This is an optimization exercise on Yosys and OpenROAD, whose aim is small area, not a production implementation. The RTL was checked by simulation tests, not by an equivalence proof against the original design. Power figures rest on the tool's default switching activity, not on a simulated workload. The clock port is modelled as an ideal driver; clocking choices that lean on that would not hold on a real chip.

== rev 12 ==
Design register_console_top, start of the top module:
module register_console_top (
        input  logic                        clk,
        input  logic                        reset,
        input  logic                        rot,
        input  logic [4-1:0] bits,
        output logic [128-1:0]   line1,
        output logic [128-1:0]   line2
);
Size in the first run: roughly 1500 cells after synthesis, about 19000 sq um of cells after synthesis.
export LEC_CHECK = 0
export ABC_AREA = 0
export CAP_MARGIN = 20
export CORE_MARGIN = 2
export CORE_UTILIZATION = 60
export SLEW_MARGIN = 20
export SYNTH_HIERARCHICAL = 1
export SYNTH_MINIMUM_KEEP_SIZE = 0
create_clock -name core_clock -period 6.0 [get_ports {clk}]
standard.sh (not shown) runs the stock make flow with config.mk's settings and CLKGATE_MAP_FILE= SYNTH_SCRIPT=/design/flow/synth_recipe.tcl, a recipe that flattens the netlist after the stock synthesis.
==> flow/flow/run.sh <==
#!/bin/bash
# Standard ORFS layout with three changes: the tie cell is not split per load,
# ports are buffered with buf_1, and CTS inserts no dummy loads.
set -euo pipefail
bash standard.sh \
  SKIP_REPAIR_TIE_FANOUT=1 \
  "BUFFER_PORTS_ARGS=-buffer_cell sky130_fd_sc_hd__buf_1" \
  "CTS_ARGS=-sink_clustering_enable -repair_clock_nets -dont_use_dummy_load -buf_list {sky130_fd_sc_hd__clkbuf_8 sky130_fd_sc_hd__clkbuf_16} -sink_clustering_size 30 -sink_clustering_max_diameter 120" \
  finish > standard.log 2>&1
The following lists how rev 13 was set up differently from rev 12:
--- a/flow/design.v
+++ b/flow/design.v
@@ -198,57 +198,56 @@
                 end
                 pp <= (wr_now ? q : pp) + 5'd1;
         end
         logic [3:0]  amt;
         logic [3:0]  a_cur;
         logic        xd;          
         logic        tload, wdat, xop;
         assign tload = (fc == 3'd2) & rok & ~(fstep & op_w);
         assign wdat  = fstep & op_w & (fc >= 3'd2);
         assign xop   = (fc == 3'd4) & rok & (op_c | op_x) & ~xd;
         assign a_cur = (fstep & op_s & (fc == 3'd2)) ? bits : amt;
+        logic ld15;
+        assign ld15 = tload & (a_cur == 4'd15);
         always_ff @(posedge clk) begin
                 if (start)
                         xd <= 1'b0;
                 else if (xop)
                         xd <= 1'b1;
         end
         always_ff @(posedge clk) begin
                 if (reset)
                         amt <= 4'd0;
                 else if (tload)
-                        amt <= a_cur;
-                else if (a_cur[3])
-                        amt <= {1'b0, a_cur[2:0]};
-                else if (a_cur[2])
-                        amt <= {2'b00, a_cur[1:0]};
+                        amt <= ld15 ? 4'd0 : a_cur;
+                else if (a_cur[3:2] != 2'd0)
+                        amt <= {a_cur[3:2] - 2'd1, a_cur[1:0]};
+                else if (a_cur[1:0] != 2'd0)
+                        amt <= {2'b00, a_cur[1:0] - 2'd1};
                 else
-                        amt <= {3'b000, a_cur[1] & a_cur[0]};
+                        amt <= 4'd0;
         end
         always_ff @(posedge clk) begin
                 T <= T_next;
         end
-        logic s_ld, s_x, s_c, s_8, s_4, s_2, s_1, s_h;
+        logic s_ld, s_x, s_c, s_4, s_1, s_h;
         logic [15:0] T_next;
-        assign s_ld = tload;
+        assign s_ld = tload & ~ld15;
         assign s_x  = xop;
         assign s_c  = cv & op_c;
-        assign s_8  = ~tload & a_cur[3];
-        assign s_4  = wdat | (~tload & (a_cur[3:2] == 2'b01));
-        assign s_2  = ~tload & (a_cur[3:2] == 2'd0) & a_cur[1];
-        assign s_1  = ~tload & (a_cur[3:1] == 3'd0) & a_cur[0];
-        assign s_h  = ~(s_ld | s_x | s_c | s_8 | s_4 | s_2 | s_1);
+        assign s_4  = wdat | (~tload & (a_cur[3:2] != 2'd0));
+        assign s_1  = ~tload & (a_cur[3:2] == 2'd0) & (a_cur[1:0] != 2'd0);
+        assign s_h  = ~(tload | s_x | s_c | s_4 | s_1);
         assign T_next = ({16{s_ld | s_x}} & (rd ^ (T & {16{s_x}})))
-                      | ({16{s_8}} & {8'd0, T[15:8]})
+                      | ({16{ld15}} & {15'd0, rd[15]})
                       | ({16{s_4}} & {bits & {4{wdat}}, T[15:4]})
-                      | ({16{s_2}} & {2'd0, T[15:2]})
                       | ({16{s_1}} & {1'b0, T[15:1]})
                       | ({16{s_c}} & {15'd0, (T == 16'd0)})
                       | ({16{s_h}} & T);
         logic [15:0] L1, L2;
         logic        LN;
         always_ff @(posedge clk) begin
                 if (reset) begin
                         L1 <= 16'd0;
                         L2 <= 16'd0;
                         LN <= 1'b0;
                 end else if (upd) begin
Findings:
Relative to rev 12, area of the die has decreased by about 0.9% in rev 13.
There was hardly any difference in arithmetic-cell share of the synthesized area counting full adders, half adders and majority gates between rev 13 and rev 12.
Between rev 13 and rev 12, it is rev 13 whose via count of the first global-routing pass is lower, by 0.73%.
Rev 13 ends up with a power density normalized to cell area that is 3.8% lower than in rev 12.
Rev 13 vs rev 12 on flop-to-flop setup slack: rev 13 is the higher one.
In the reports for rev 12 and rev 13, the smaller pin slew with the least headroom to its limit belongs to rev 13.

afterwards: timing with drivers on the ports:
Ports are ideal in the flow. The routed layouts listed here were re-timed in OpenROAD. Step 1 sets driving cells, clkbuf_16 on the clock port and buf_2 on the other inputs (assumed; they add their load-dependent delay and slew). Step 2 times the ports against the registers' clock, not the clock port: input delays grow and output delays shrink by t, the midpoint of the rising clock arrivals with the driver on. Three values: ideal ports, drivers, drivers and shift; two values: the first two.
run	shift t [ns]	setup WS [ns]	worst setup path after step 2
rev 12	0.591	0.936 / 0.936 / 0.936	register to register
rev 13	0.595	0.973 / 0.973 / 0.973	register to register
After both steps setup and hold are still met in every run listed.
